What follows belongs to an exercise in optimizing a design on an open flow for small area; a production flow would make more cautious choices.
The RTL was checked by simulation tests, not by an equivalence proof against the original design.
Power is estimated from default activity; no workload was simulated.

==> design/flow/design.v <==
package regfile_2r1w_pkg;
  localparam logic MODE_SCRIBBLE  = 1'b0;
  localparam logic MODE_INTERPRET = 1'b1;
  localparam int DEF_DATA_W = 32;
  localparam int DEF_DEPTH  = 32;
  localparam int DEF_ADDR_W = 5;
  typedef enum logic {
    ST_IDLE  = 1'b0,
    ST_CLEAR = 1'b1
  } rf_state_e;
endpackage
module rf_hold (
  input  logic en_n,
  input  logic wd_n,
  input  logic q,
  output logic d
);
  assign d = ~((en_n | wd_n) & ~(en_n & q));
endmodule
module rf_inv (
  input  logic a,
  output logic y
);
  assign y = ~a;
endmodule
module rf_aoi222 (
  input  logic a1, a2, b1, b2, c1, c2,
  output logic y
);
  assign y = ~((a1 & a2) | (b1 & b2) | (c1 & c2));
endmodule
module rf_nand11 (
  input  logic [10:0] x,
  output logic        y
);
  assign y = ~(&x);
endmodule
module regfile_read_port
#(
  parameter int N = 33
) (
  input  logic [N-1:0] sel,
  input  logic [N-1:0] data,
  output logic         y
);
  logic [10:0] x;
  for (genvar g = 0; g < 11; g++) begin : g_aoi
    rf_aoi222 u_aoi (
      .a1(sel[3*g]),   .a2(data[3*g]),
      .b1(sel[3*g+1]), .b2(data[3*g+1]),
      .c1(sel[3*g+2]), .c2(data[3*g+2]),
      .y (x[g])
    );
  end
  rf_nand11 u_or (.x(x), .y(y));
endmodule
module regfile_2r1w
#(
  parameter int DATA_W   = regfile_2r1w_pkg::DEF_DATA_W,
  parameter int DEPTH    = regfile_2r1w_pkg::DEF_DEPTH,
  parameter int ADDR_W   = regfile_2r1w_pkg::DEF_ADDR_W,
  parameter int ZERO_REG = 1
) (
  input  logic              clk,
  input  logic              reset,
  input  logic              mode,
  input  logic              write_enable,
  input  logic [ADDR_W-1:0] waddr,
  input  logic [DATA_W-1:0] wdata,
  input  logic              rd_en,
  input  logic [ADDR_W-1:0] raddr_a,
  input  logic [ADDR_W-1:0] raddr_b,
  output logic [DATA_W-1:0] rdata_a,
  output logic [DATA_W-1:0] rdata_b,
  output logic              rvalid,
  input  logic              clear_req,
  output logic              busy
);
  logic [DEPTH-1:1][DATA_W-1:0] mem;
  logic [DEPTH-1:1][DATA_W-1:0] mem_nxt;
  logic [DEPTH-1:1]             valid;
  logic [DEPTH-1:1]             we;
  logic [DEPTH-1:1]             we_n;
  logic [DATA_W-1:0]            wd_n;
  logic [ADDR_W-1:0]            clr_cnt;
  logic wr_accept;
  logic rd_accept;
  logic hit_a, hit_b;
  logic [DEPTH:0]      sel_a, sel_b;
  logic [DATA_W-1:0]   rdata_a_nxt, rdata_b_nxt;
  logic [DEPTH-1:1] we_drv;
  logic [DEPTH:0]   sel_a_n, sel_b_n;
  always_comb begin
    wr_accept = !busy && write_enable && (waddr != '0);
    rd_accept = !busy && rd_en && (mode == regfile_2r1w_pkg::MODE_INTERPRET);
    for (int r = 1; r < DEPTH; r++) begin
      we[r]     = wr_accept && (waddr == ADDR_W'(r));
      we_drv[r] = we[r];
    end
    hit_a = wr_accept && (waddr == raddr_a);
    hit_b = wr_accept && (waddr == raddr_b);
    sel_a_n[0] = rd_accept;
    sel_b_n[0] = rd_accept;
    sel_a_n[1] = !(rd_accept && hit_a);
    sel_b_n[1] = !(rd_accept && hit_b);
    for (int r = 1; r < DEPTH; r++) begin
      sel_a_n[r+1] = !(rd_accept && !hit_a && valid[r] && (raddr_a == ADDR_W'(r)));
      sel_b_n[r+1] = !(rd_accept && !hit_b && valid[r] && (raddr_b == ADDR_W'(r)));
    end
  end
  for (genvar r = 1; r < DEPTH; r++) begin : g_we_drv
    rf_inv u_drv (.a(we_drv[r]), .y(we_n[r]));
  end
  for (genvar c = 0; c < DATA_W; c++) begin : g_wd_drv
    rf_inv u_drv (.a(wdata[c]), .y(wd_n[c]));
  end
  for (genvar i = 0; i <= DEPTH; i++) begin : g_sel_drv
    rf_inv u_drv_a (.a(sel_a_n[i]), .y(sel_a[i]));
    rf_inv u_drv_b (.a(sel_b_n[i]), .y(sel_b[i]));
  end
  always_ff @(posedge clk or posedge reset) begin
    if (reset) begin
      busy    <= 1'b0;
      clr_cnt <= '0;
      rvalid  <= 1'b0;
    end else begin
      rvalid <= rd_accept;
      if (busy) begin
        clr_cnt <= clr_cnt + 1'b1;
        if (clr_cnt == ADDR_W'(DEPTH - 1)) busy <= 1'b0;
      end else if (clear_req) begin
        busy <= 1'b1;
      end
    end
  end
  always_ff @(posedge clk or posedge reset) begin
    if (reset) begin
      valid <= '0;
    end else begin
      valid <= busy ? '0 : (valid | we);
    end
  end
  for (genvar r = 1; r < DEPTH; r++) begin : g_row
    for (genvar c = 0; c < DATA_W; c++) begin : g_bit
      rf_hold u_hold (
        .en_n (we_n[r]),
        .wd_n (wd_n[c]),
        .q    (mem[r][c]),
        .d    (mem_nxt[r][c])
      );
    end
  end
  always_ff @(posedge clk) begin
    mem <= mem_nxt;
  end
  for (genvar c = 0; c < DATA_W; c++) begin : g_col
    logic [DEPTH:0] da, db;
    assign da[0] = rdata_a[c];
    assign db[0] = rdata_b[c];
    assign da[1] = wdata[c];
    assign db[1] = wdata[c];
    for (genvar r = 1; r < DEPTH; r++) begin : g_ent
      assign da[r+1] = mem[r][c];
      assign db[r+1] = mem[r][c];
    end
    regfile_read_port #(.N(DEPTH+1)) u_rd_a (.sel(sel_a), .data(da), .y(rdata_a_nxt[c]));
    regfile_read_port #(.N(DEPTH+1)) u_rd_b (.sel(sel_b), .data(db), .y(rdata_b_nxt[c]));
  end
  always_ff @(posedge clk or posedge reset) begin
    if (reset) begin
      rdata_a <= '0;
      rdata_b <= '0;
    end else begin
      rdata_a <= rdata_a_nxt;
      rdata_b <= rdata_b_nxt;
    end
  end
endmodule
==> design/flow/flow/run.sh <==
#!/bin/bash
# The standard layout (the standard.sh, unchanged synthesis), with two
# placement/CTS options passed to ORFS through its own variables:
#  - port buffers use the smallest buffer cell instead of the default pick;
#  - clock tree synthesis with small clock buffers and no dummy loads.
set -euo pipefail
export BUFFER_PORTS_ARGS="-buffer_cell sky130_fd_sc_hd__buf_1"
export CTS_ARGS="-sink_clustering_enable -repair_clock_nets -buf_list {sky130_fd_sc_hd__clkbuf_4 sky130_fd_sc_hd__clkbuf_8} -dont_use_dummy_load -sink_clustering_size 16 -sink_clustering_max_diameter 60"
bash standard.sh > standard_flow.log 2>&1
==> design/flow/standard.sh <==
#!/bin/bash
# synth_recipe.tcl (not shown) runs the flow's synth.tcl, then flattens the netlist and writes it again
# the make line also repeats each setting of config.mk as NAME=value (left out here)
make -C /OpenROAD-flow-scripts/flow DESIGN_CONFIG=/design/flow/config.mk WORK_HOME=/design/flow/orfs CLKGATE_MAP_FILE= SYNTH_SCRIPT=/design/flow/synth_recipe.tcl "${@:-finish}"
==> design/flow/config.mk <==
export PLATFORM = sky130hd
export DESIGN_NAME = regfile_2r1w
export DESIGN_NICKNAME = regfile_2r1w
export VERILOG_FILES = /design/flow/design.v
export SDC_FILE = /design/flow/constraint.sdc
export NUM_CORES = 4
export LEC_CHECK = 0
export CAP_MARGIN = 20
export CELL_PAD_IN_SITES_DETAIL_PLACEMENT = 1
export CELL_PAD_IN_SITES_GLOBAL_PLACEMENT = 2
export CORE_MARGIN = 2
export CORE_UTILIZATION = 50
export SLEW_MARGIN = 20
export SYNTH_HIERARCHICAL = 1
==> design/flow/constraint.sdc <==
create_clock -name core_clock -period 5.0 [get_ports {clk}]
set_input_delay 1.0000 -clock core_clock [delete_from_list [all_inputs] [get_ports {clk}]]
set_output_delay 1.0000 -clock core_clock [all_outputs]
set_load 0.01 [all_outputs]
==> reports/metrics.yaml <==
syn-mean-instance-area_um2: 9.31
drt_iter0_drc: 8842
die_h_um: 295
clk_latency_ns: 0.78
final_cell_mix: "nand2_1 (1016), o21ai_1 (993), dfxtp_1 (992), a222oi_1 (704), nand4_1 (131)"
intPower_mw: 11.6
avgRoutedWirePerCell_um: 34.8
clock-sinks: 1094
clkPwrFrac_pct: 28.6
antenna_left: 0
area_growth_pct: 10.8
required_ns: 5.64
worst_slack_ns: 0.702
setup_viol_count_final: 0
syn-num-nets: 4619
vdd_drop_max_v: 0.000276
grt_pass1_vias: 43700
ys.flop_type: "dfxtp_1"
crit_arrival_ns: 4.93
power_frac_comb_pct: 7.7
min_period_over_period_pct: 86.0
synth_area_um2: 42500
power_density_nw_per_um2: 341
grt_first_pass_wirelength_um: 297000
finalSetupTns_ns: 0
hold_buffers: 0
crit_type: "in2reg"
ys_seq_area_share_pct: 52.8
slew_viol_final: 0
avgViaCountPerCell: 7.46
r2r_slack_ns: 1.03
fmax_mhz: 233
synthArstFlopShare_pct: 9.32
antenna_found_initial: 8
coreArea_um2: 83800
track_usage_pct: 46.6
total_leakage_power_nw: 16.4
io_buffers: 118
ios: 119
synth.distinct_cells: 45
die_area_um2: 87300
power_mw: 16.1
numCtsBuffers: 92
critPathLaunchType: "input pin"
power.share.sequential_pct: 63.8
ys_warn_count: 7
routed_wl_um: 209000
skew_ns: 0.0959
timing.rr.start: "busy"
clock-root-buffer: "clkbuf_8"
maxCapViolCount: 0
start_util_pct: 50.7
rsz0062_at_grt: "false"
hold_viol_final: 0
finalNetCount: 4910
status: "complete, no violations"
htreeDepth: 3
dp_slack_ns: 0.327
post_cts_buffers: 0
final_area_um2: 47000
tightest_slew_ns: 1.20
final_common_cell: "nand2_1"
hpwl_um: 121000
synth_edf_count: 0
hp-class: "in2async"
min_period_ns: 4.30
clkTransAtPathRegs_ns: 0.11
worst_setup_path_end_kind: "flop"
switching_share_pct: 27.4
rr_endpoint: "rdata_b[21]"
grt_max_degree: 65
worstRegToRegCells: 9
rows: 106
ctsLongestPathBuffers: 3
grt-ovfl-total: 0
vias: 44700
remaining_drc_errors: 0
first_pass_iters: 12
gp_congestion: 0.955
ctsResizeCount: 0
p_sw_mw: 4.41
syn_inst: 4564
ys_ff_latch: 1094
crit_fanout: 17
placed_area_um2: 45700
die_x_um: 295
slew_headroom_pct: 19.9
cts_tree: "built"
final_util_pct: 56.1
drive_gt1_share_pct: 6.84
==> flip-flops by register name, indices dropped and copies added, names as in the netlist <==
signal and cells:
busy 1, clr_cnt 5, mem 992, rdata_a 32, rdata_b 32, rvalid 1
valid 31
==> cells by family after synthesis <==
family          count (synthesis)  synth area share, %
compound gates               1791                 29.8
xor+xnor                       13                0.268
fa+ha+maj                       2               0.0589
buf+inv                       245                 2.57
flops                        1094                 52.8
mux                             3               0.0766
simple gates                 1416                 14.4
==> final cells by class <==
type	count	area (um^2)
fill	9748	36800
sequential	1094	22400
multi-input combinational	3225	19000
timing repair buffer	280	2350
tap	1134	1420
clock buffer	92	1270
inverter	162	612
antenna	4	10.0
==> power groups by stage <==
stage	sequential, mW	combinational [mW]	clock [mW]
after global placement	10.3	1.11	0
after global routing	10.3	1.39	4.92
after floorplan	10.2	0.870	0
after CTS	10.2	1.20	4.60
final	10.2	1.23	4.59
after detailed placement	10.4	1.20	0
==> critical path, cell delays in order <==
cell	delay, ns
buf_1	0.40
or2_0	0.39
o31ai_4	0.19
o31ai_1	0.75
clkinv_1	0.68
buf_12	0.37
a222oi_1	0.56
nand4_1	0.20
or3_1	0.38
==> how the worst max path moves through the flow <==
| stage | from | endpoint | slack, ns |
|---|---|---|---|
| 2_1_floorplan | reset | busy | 1.32 |
| 5_1_grt | waddr[0] | rdata_b[21] | 0.62 |
| 4_1_cts | waddr[0] | rdata_b[21] | 1.11 |
| 3_5_place_dp | waddr[0] | rdata_b[21] | 0.33 |
| 6_report | waddr[0] | rdata_b[21] | 0.70 |
| 3_3_place_gp | waddr[0] | rdata_b[21] | 0.37 |
==> cell usage after synthesis, types with 4 or more instances <==
cell type | count | area share (%)
nand2_1 | 1016 | 9.0
o21ai_1 | 993 | 12
dfxtp_1 | 992 | 47
a222oi_1 | 704 | 17
inv_1 | 162 | 1.4
nand4_1 | 131 | 1.9
dfrtp_1 | 102 | 6.0
nand3_1 | 79 | 0.93
or3_1 | 65 | 0.96
nor2_1 | 44 | 0.39
buf_4 | 40 | 0.71
nor4_1 | 34 | 0.50
o22ai_1 | 31 | 0.46
clkbuf_1 | 30 | 0.27
o31ai_1 | 29 | 0.51
o21ai_0 | 19 | 0.22
nor3_1 | 13 | 0.15
nand2b_1 | 12 | 0.18
xnor2_1 | 12 | 0.25
o2111ai_1 | 7 | 0.14
buf_2 | 5 | 0.059
buf_1 | 4 | 0.035
nand4b_1 | 4 | 0.082
o211ai_1 | 4 | 0.071
or2_2 | 4 | 0.059
==> Yosys stat by module (local to each module, per instance), a selection <==
| module | times used | cells inside |
|---|---|---|
| regfile_2r1w | 1 | 1491 |
| rf_aoi222 | 704 | 1 |
| rf_inv | 129 | 1 |
| rf_nand11 | 64 | 4 |
| rf_hold | 992 | 2 |
==> stage by stage <==
stage,cells,hold WS [ns]
detailed placement,5892,0.456
CTS,5984,0.401
floorplan,4564,0.439
finish,5991,0.415
global placement,5892,0.447
global route,5988,0.443
==> per-layer routing <==
layer / share of wire [%] / up-vias / track usage, %
met1: 36 / 21600 / 57.2
met3: 14 / 948 / 16.3
met5: 0.077 / - / 0
met4: 7.5 / 16 / 31.0
met2: 42 / 3286 / 69.2
li1: - / 18800 / -

[afterwards: timing with drivers on the ports]
Ports are ideal in the flow. The routed layout listed here was re-timed in OpenROAD. Step 1 (the two cells are an assumption about what drives the block):
set clk [get_ports {clk}]
set_driving_cell -lib_cell sky130_fd_sc_hd__clkbuf_16 $clk
set_driving_cell -lib_cell sky130_fd_sc_hd__buf_2 [delete_from_list [all_inputs] $clk]
Step 2 moves the port delays by t, midway between the first and last clock arrival at a register: inputs arrive t later, outputs are due t later. That takes back most of the time a late clock gives input paths. Three values: ideal ports, drivers, drivers and shift; two values: the first two.
t (ns): 0.795
setup slack, ns: 0.702 / 0.686 / -0.109
hold slack, ns: 0.415 / 0.367 / 0.469
worst slew at a driven data input, ns: 0.13
Met with ideal ports but missed after step 2: setup timing in this run. For this run, drivers alone change the setup slack by -0.016 ns; drivers and shift together by -0.811 ns.
